From an optimization exercise on the open Yosys and OpenROAD flow, aimed at small area, a short achievable clock period and few clock cycles per item; shortcuts taken in it are not production practice.
Where RTL was checked, it was by simulation tests only, not by an equivalence proof against the original.
Power is estimated from default activity; no workload was simulated.

Setup of cedar:
## pwm_frame_parser
module pwm_frame_parser (
   input  logic             clock,
   input  logic             reset,
   input  logic             req_valid,
   output logic             req_ready,
   input  logic [8:0]       req_data,
   output logic             rsp_valid,
   input  logic             rsp_ready,
   output logic [35:0]      rsp_data
);
   logic             in_v;
   logic [7:0]       in_b;
   logic             in_be;
   logic             hit;
   logic             wr;
   logic [4:0]       fill;
   logic [15:0][7:0] win;
   logic             take;
   logic             pend;
   logic             in_v_n;
   logic [4:0]       fill_n;
   logic [15:0]      rd_raw;
   always_ff @(posedge clock) begin
      in_v  <= in_v_n;
      in_b  <= req_data[8:1];
      in_be <= req_data[0];
   end
   assign in_v_n = !reset && req_valid && req_ready;
   pfp_front u_front (
      .clock (clock),
      .reset (reset),
      .in_v  (in_v),
      .in_b  (in_b),
      .in_be (in_be),
      .hit   (hit),
      .wr    (wr),
      .fill  (fill),
      .fill_n (fill_n),
      .win   (win)
   );
   pfp_queue u_queue (
      .clock  (clock),
      .reset  (reset),
      .hit    (hit),
      .wr     (wr),
      .take   (take),
      .win    (win),
      .pend   (pend),
      .fill_n (fill_n),
      .req_ready (req_ready),
      .rd_raw (rd_raw)
   );
   pfp_back u_back (
      .clock     (clock),
      .reset     (reset),
      .pend      (pend),
      .rd_raw    (rd_raw),
      .take      (take),
      .rsp_valid (rsp_valid),
      .rsp_ready (rsp_ready),
      .rsp_data  (rsp_data)
   );
endmodule
==> module pfp_front, before the edit <==
module pfp_front (
   input  logic                 clock,
   input  logic                 reset,
   input  logic                 in_v,
   input  logic [7:0]           in_b,
   input  logic                 in_be,
   output logic                 hit,
   output logic                 wr,
   output logic [4:0]           fill,
   output logic [4:0]           fill_n,
   output logic [15:0][7:0]     win
);
   logic [15:0]       tag;
   logic [7:0]        tsum;      
   logic [3:0]        pf;        
   logic              full;
   logic              restart;
   assign full    = fill[4] & fill[2];    
   assign hit     = in_v && full && tag[0] && (tsum == in_b);
   assign restart = hit || in_be;
   assign wr      = in_v && !restart && (fill >= 5'd4);
   always_comb begin
      if (reset || (in_v && restart)) fill_n = '0;
      else if (in_v && !full)         fill_n = fill + 1'b1;
      else                            fill_n = fill;
   end
   always_ff @(posedge clock) fill <= fill_n;
   always_ff @(posedge clock) begin
      if (reset) begin
         tsum <= pfp_pkg::HDR_SUM;
         pf   <= '0;
      end else if (in_v) begin
         if (restart) begin
            tsum <= pfp_pkg::HDR_SUM;
            pf   <= '0;
         end else begin
            if (wr) tsum <= tsum + in_b - (full ? win[0] : 8'd0);
            pf[0] <= (in_b == pfp_pkg::SOF_A);
            pf[1] <= pf[0] && (in_b == pfp_pkg::SOF_B);
            pf[2] <= pf[1] && (in_b == pfp_pkg::HEADER_ID);
            pf[3] <= pf[2] && (in_b == pfp_pkg::LEN_BYTE);
         end
      end
   end
   always_ff @(posedge clock) begin
      if (wr) begin
         win <= {in_b, win[15:1]};
         tag <= {pf[3], tag[15:1]};
      end
   end
endmodule
==> module pfp_queue, before the edit <==
module pfp_queue (
   input  logic                 clock,
   input  logic                 reset,
   input  logic                 hit,
   input  logic                 wr,
   input  logic                 take,
   input  logic [4:0]           fill_n,
   input  logic [15:0][7:0]     win,
   output logic                 pend,
   output logic                 req_ready,
   output logic [15:0]          rd_raw
);
   logic       read;
   logic [2:0] rd_ch;
   logic [3:0] rd_pos;
   logic       pend_r;      
   logic       pend_s;      
   logic [3:0] pos_r;
   logic [3:0] pos_s;
   logic       rr_r;
   logic       rr_s;
   logic       nw;          
   logic       wn;          
   assign read = take && pend;
   assign pend_s = hit || pend;
   assign pos_s  = hit ? 4'd0 : rd_pos - 4'(wr);
   assign pend_r = (rd_ch != 3'd7);
   assign pos_r  = rd_pos + 4'd2 - 4'(wr);
   assign nw     = (fill_n + 5'(req_ready) < 5'd4);
   assign wn     = req_ready && (fill_n >= 5'd4);
   assign rr_s   = !pend_s || nw || (pos_s > 4'(wn));
   assign rr_r   = !pend_r || nw || (pos_r > 4'(wn));
   always_ff @(posedge clock) begin
      if (reset) begin
         pend      <= 1'b0;
         req_ready <= 1'b1;
      end else begin
         pend      <= read ? pend_r : pend_s;
         req_ready <= read ? rr_r : rr_s;
      end
      rd_pos <= read ? pos_r : pos_s;
      if (hit)       rd_ch <= '0;
      else if (read) rd_ch <= rd_ch + 1'b1;
   end
   logic [15:0] sel;
   always_comb begin
      for (int i = 0; i < 16; i++) sel[i] = (rd_pos == 4'(i));
      rd_raw = '0;
      for (int i = 0; i < 15; i++) begin
         rd_raw[15:8] |= {8{sel[i]}} & win[i];
         rd_raw[7:0]  |= {8{sel[i]}} & win[i+1];
      end
   end
endmodule
==> module pfp_back, before the edit <==
module pfp_back (
   input  logic                 clock,
   input  logic                 reset,
   input  logic                 pend,
   input  logic [15:0]          rd_raw,
   output logic                 take,
   output logic                 rsp_valid,
   input  logic                 rsp_ready,
   output logic [35:0]          rsp_data
);
   logic        adv;
   logic        take_b;
   logic        a_v;
   logic [15:0] a_raw;
   logic        a_neg;
   logic        a_sat;
   logic        b_v;
   logic [15:0] b_raw;
   logic        b_sat;
   logic [25:0] b_x;
   logic [25:0] b_y;
   logic [25:0] b_sum;
   logic        b_c;
   logic        o_v;
   logic [2:0]  o_ch;
   logic        o_last;
   logic [15:0] o_raw;
   logic [15:0] o_duty;
   logic [33:0] mx;
   logic [33:0] my;
   logic [8:0]  lo;
   logic        sent;
   assign adv    = !o_v || rsp_ready;
   assign take_b = !b_v || adv;
   assign take   = !a_v || take_b;
   assign sent   = o_v && rsp_ready;
   always_ff @(posedge clock) begin
      if (reset) begin
         a_v    <= 1'b0;
         b_v    <= 1'b0;
         o_v    <= 1'b0;
         o_ch   <= '0;
         o_last <= 1'b0;
      end else begin
         if (take)   a_v <= pend;
         if (take_b) b_v <= a_v;
         if (adv)    o_v <= b_v;
         if (sent) begin
            o_ch   <= o_ch + 1'b1;
            o_last <= (o_ch == 3'd6);
         end
      end
   end
   pfp_mul u_mul (.r(a_raw[13:0]), .neg(a_neg), .x(mx), .y(my));
   assign lo    = {1'b0, mx[7:0]} + {1'b0, my[7:0]};
   assign b_sum = b_x + b_y + 26'(b_c);
   always_ff @(posedge clock) begin
      if (take) begin
         a_raw <= rd_raw;
         a_neg <= (rd_raw < 16'd5000);
         a_sat <= (rd_raw >= 16'd10000);
      end
      if (take_b) begin
         b_raw <= a_raw;
         b_sat <= a_sat;
         b_x   <= mx[33:8];
         b_y   <= my[33:8];
         b_c   <= lo[8];
      end
      if (adv) begin
         o_raw  <= b_raw;
         o_duty <= b_sat ? pfp_pkg::DUTY_MAX : b_sum[25:10];
      end
   end
   assign rsp_valid = o_v;
   assign rsp_data  = {o_ch, o_raw, o_duty, o_last};
endmodule
==> module pwm_frame_parser, before the edit <==
module pwm_frame_parser (
   input  logic             clock,
   input  logic             reset,
   input  logic             req_valid,
   output logic             req_ready,
   input  logic [8:0]       req_data,
   output logic             rsp_valid,
   input  logic             rsp_ready,
   output logic [35:0]      rsp_data
);
   logic             in_v;
   logic [7:0]       in_b;
   logic             in_be;
   logic             hit;
   logic             wr;
   logic [4:0]       fill;
   logic [15:0][7:0] win;
   logic             take;
   logic             pend;
   logic             in_v_n;
   logic [4:0]       fill_n;
   logic [15:0]      rd_raw;
   always_ff @(posedge clock) begin
      in_v  <= in_v_n;
      in_b  <= req_data[8:1];
      in_be <= req_data[0];
   end
   assign in_v_n = !reset && req_valid && req_ready;
   pfp_front u_front (
      .clock (clock),
      .reset (reset),
      .in_v  (in_v),
      .in_b  (in_b),
      .in_be (in_be),
      .hit   (hit),
      .wr    (wr),
      .fill  (fill),
      .fill_n (fill_n),
      .win   (win)
   );
   pfp_queue u_queue (
      .clock  (clock),
      .reset  (reset),
      .hit    (hit),
      .wr     (wr),
      .take   (take),
      .win    (win),
      .pend   (pend),
      .fill_n (fill_n),
      .req_ready (req_ready),
      .rd_raw (rd_raw)
   );
   pfp_back u_back (
      .clock     (clock),
      .reset     (reset),
      .pend      (pend),
      .rd_raw    (rd_raw),
      .take      (take),
      .rsp_valid (rsp_valid),
      .rsp_ready (rsp_ready),
      .rsp_data  (rsp_data)
   );
endmodule
export LEC_CHECK = 0
export ABC_CLOCK_PERIOD_IN_PS = 2500
export CAP_MARGIN = 20
export CORE_MARGIN = 2
export CORE_UTILIZATION = 60
export CTS_BUF_LIST = sky130_fd_sc_hd__clkbuf_4 sky130_fd_sc_hd__clkbuf_8
export CTS_CLUSTER_SIZE = 30
export SETUP_SLACK_MARGIN = 4.2
export SLEW_MARGIN = 20
create_clock -name core_clock -period 7.0 [get_ports {clock}]
standard.sh (not shown) runs the stock make flow with config.mk's settings and CLKGATE_MAP_FILE= SYNTH_SCRIPT=/design/flow/synth_recipe.tcl, a recipe that flattens the netlist after the stock synthesis.
==> flow/flow/run.sh <==
#!/bin/bash
# The standard layout (the standard.sh), with the port buffers made of plain buf_4 cells
# instead of the delay-cell buffers that buffer_ports picks by default.
set -euo pipefail
export BUFFER_PORTS_ARGS="-buffer_cell sky130_fd_sc_hd__buf_4"
bash standard.sh > standard.log 2>&1
Both conditions hold for cedar: the flow ran to the end and the final layout passed the timing, DRC and antenna checks.
Edits applied to the flow inputs when going from cedar to fjord:
--- a/flow/design.v
+++ b/flow/design.v
@@ -42,19 +42,20 @@
    end
    always_ff @(posedge clock) fill <= fill_n;
+   logic [7:0] sub;
+   logic       kill;
+   logic       full_n;
+   assign kill   = reset || (in_v && restart);
+   assign full_n = !kill && (full || (in_v && fill == 5'd19));
    always_ff @(posedge clock) begin
-      if (reset) begin
-         tsum <= pfp_pkg::HDR_SUM;
-         pf   <= '0;
+      sub <= full_n ? (wr ? win[1] : win[0]) : 8'd0;
+      if (kill)    tsum <= pfp_pkg::HDR_SUM;
+      else if (wr) tsum <= tsum + in_b - sub;
+      if (kill) begin
+         pf <= '0;
       end else if (in_v) begin
-         if (restart) begin
-            tsum <= pfp_pkg::HDR_SUM;
-            pf   <= '0;
-         end else begin
-            if (wr) tsum <= tsum + in_b - (full ? win[0] : 8'd0);
-            pf[0] <= (in_b == pfp_pkg::SOF_A);
-            pf[1] <= pf[0] && (in_b == pfp_pkg::SOF_B);
-            pf[2] <= pf[1] && (in_b == pfp_pkg::HEADER_ID);
-            pf[3] <= pf[2] && (in_b == pfp_pkg::LEN_BYTE);
-         end
+         pf[0] <= (in_b == pfp_pkg::SOF_A);
+         pf[1] <= pf[0] && (in_b == pfp_pkg::SOF_B);
+         pf[2] <= pf[1] && (in_b == pfp_pkg::HEADER_ID);
+         pf[3] <= pf[2] && (in_b == pfp_pkg::LEN_BYTE);
       end
    end
@@ -71,7 +72,8 @@
    input  logic                 reset,
    input  logic                 hit,
-   input  logic                 wr,
    input  logic                 take,
-   input  logic [4:0]           fill_n,
+   input  logic                 in_v,
+   input  logic                 in_be,
+   input  logic [4:0]           fill,
    input  logic [15:0][7:0]     win,
    output logic                 pend,
@@ -90,12 +92,16 @@
    logic       nw;          
    logic       wn;          
+   logic       wr_nh;       
+   logic [4:0] fill_nh;
    assign read = take && pend;
+   assign wr_nh   = in_v && !in_be && (fill >= 5'd4);
+   assign fill_nh = (in_v && in_be) ? 5'd0 : (in_v && fill != 5'd20) ? fill + 5'd1 : fill;
    assign pend_s = hit || pend;
-   assign pos_s  = hit ? 4'd0 : rd_pos - 4'(wr);
+   assign pos_s  = pend ? rd_pos - 4'(wr_nh) : 4'd0;
    assign pend_r = (rd_ch != 3'd7);
-   assign pos_r  = rd_pos + 4'd2 - 4'(wr);
-   assign nw     = (fill_n + 5'(req_ready) < 5'd4);
-   assign wn     = req_ready && (fill_n >= 5'd4);
-   assign rr_s   = !pend_s || nw || (pos_s > 4'(wn));
+   assign pos_r  = rd_pos + 4'd2 - 4'(wr_nh);
+   assign nw     = (fill_nh + 5'(req_ready) < 5'd4);
+   assign wn     = req_ready && (fill_nh >= 5'd4);
+   assign rr_s   = !pend || nw || (pos_s > 4'(wn));
    assign rr_r   = !pend_r || nw || (pos_r > 4'(wn));
    always_ff @(posedge clock) begin
@@ -108,5 +114,5 @@
       end
       rd_pos <= read ? pos_r : pos_s;
-      if (hit)       rd_ch <= '0;
+      if (!pend)     rd_ch <= '0;
       else if (read) rd_ch <= rd_ch + 1'b1;
    end
@@ -137,5 +143,4 @@
    logic [15:0] a_raw;
    logic        a_neg;
-   logic        a_sat;
    logic        b_v;
    logic [15:0] b_raw;
@@ -182,9 +187,8 @@
          a_raw <= rd_raw;
          a_neg <= (rd_raw < 16'd5000);
-         a_sat <= (rd_raw >= 16'd10000);
       end
       if (take_b) begin
          b_raw <= a_raw;
-         b_sat <= a_sat;
+         b_sat <= (a_raw >= 16'd10000);
          b_x   <= mx[33:8];
          b_y   <= my[33:8];
@@ -707,9 +711,10 @@
       .reset  (reset),
       .hit    (hit),
-      .wr     (wr),
+      .in_v   (in_v),
+      .in_be  (in_be),
+      .fill   (fill),
       .take   (take),
       .win    (win),
       .pend   (pend),
-      .fill_n (fill_n),
       .req_ready (req_ready),
       .rd_raw (rd_raw)
## What came out
In fjord the met1 capacity usage during global routing turned out 2.4 points lower than in cedar.
Of fjord and cedar, the lower sequential power share belongs to cedar.
Cell count sits higher in fjord than in cedar.
In the metrics for fjord and cedar, the one carrying the higher sequential power is cedar.
Going from cedar to fjord, sequential share of layout area shrinks by 0.33 points.
There was hardly any difference in area added between synthesis and finish between cedar and fjord.
fjord against cedar: final estimated routing congestion in global placement -about 9%, final worst setup slack higher, final-layout clock buffer total grew by 3.
On sum of routed wire length over all layers, fjord and cedar are basically level.
Against cedar, clock power in fjord came out worse.
Number of non-clock inverters in fjord vs cedar: up about 0.6%
Testbench counts of fjord, summed over its fixed seeds: cycles 23,733, items 8,120.
The RTL of cedar was laid out without a check of its function.

## static timing again, ports no longer ideal
No port has a modelled driver above. Below, the same layouts with a new extraction and two added sets of constraints. Step 1, drivers: a clkbuf_16 drives clock and a buf_2 each remaining input, both assumed. Step 2 times the ports against the registers' clock, not the clock port: input delays grow and output delays shrink by t, the midpoint of the rising clock arrivals with the driver on. Slacks: ideal ports / drivers / drivers and shift; pairs: ideal ports / drivers.
run	shift t [ns]	setup WS [ns]	hold WS [ns]
cedar	0.594	4.090 / 4.090 / 3.992	0.412 / 0.412 / 0.412
fjord	0.608	4.341 / 4.341 / 4.018	0.414 / 0.414 / 0.414
After both steps setup and hold are still met in every run listed. For fjord, which loses most, drivers alone change the setup slack by 0.000 ns; drivers and shift together by -0.323 ns.
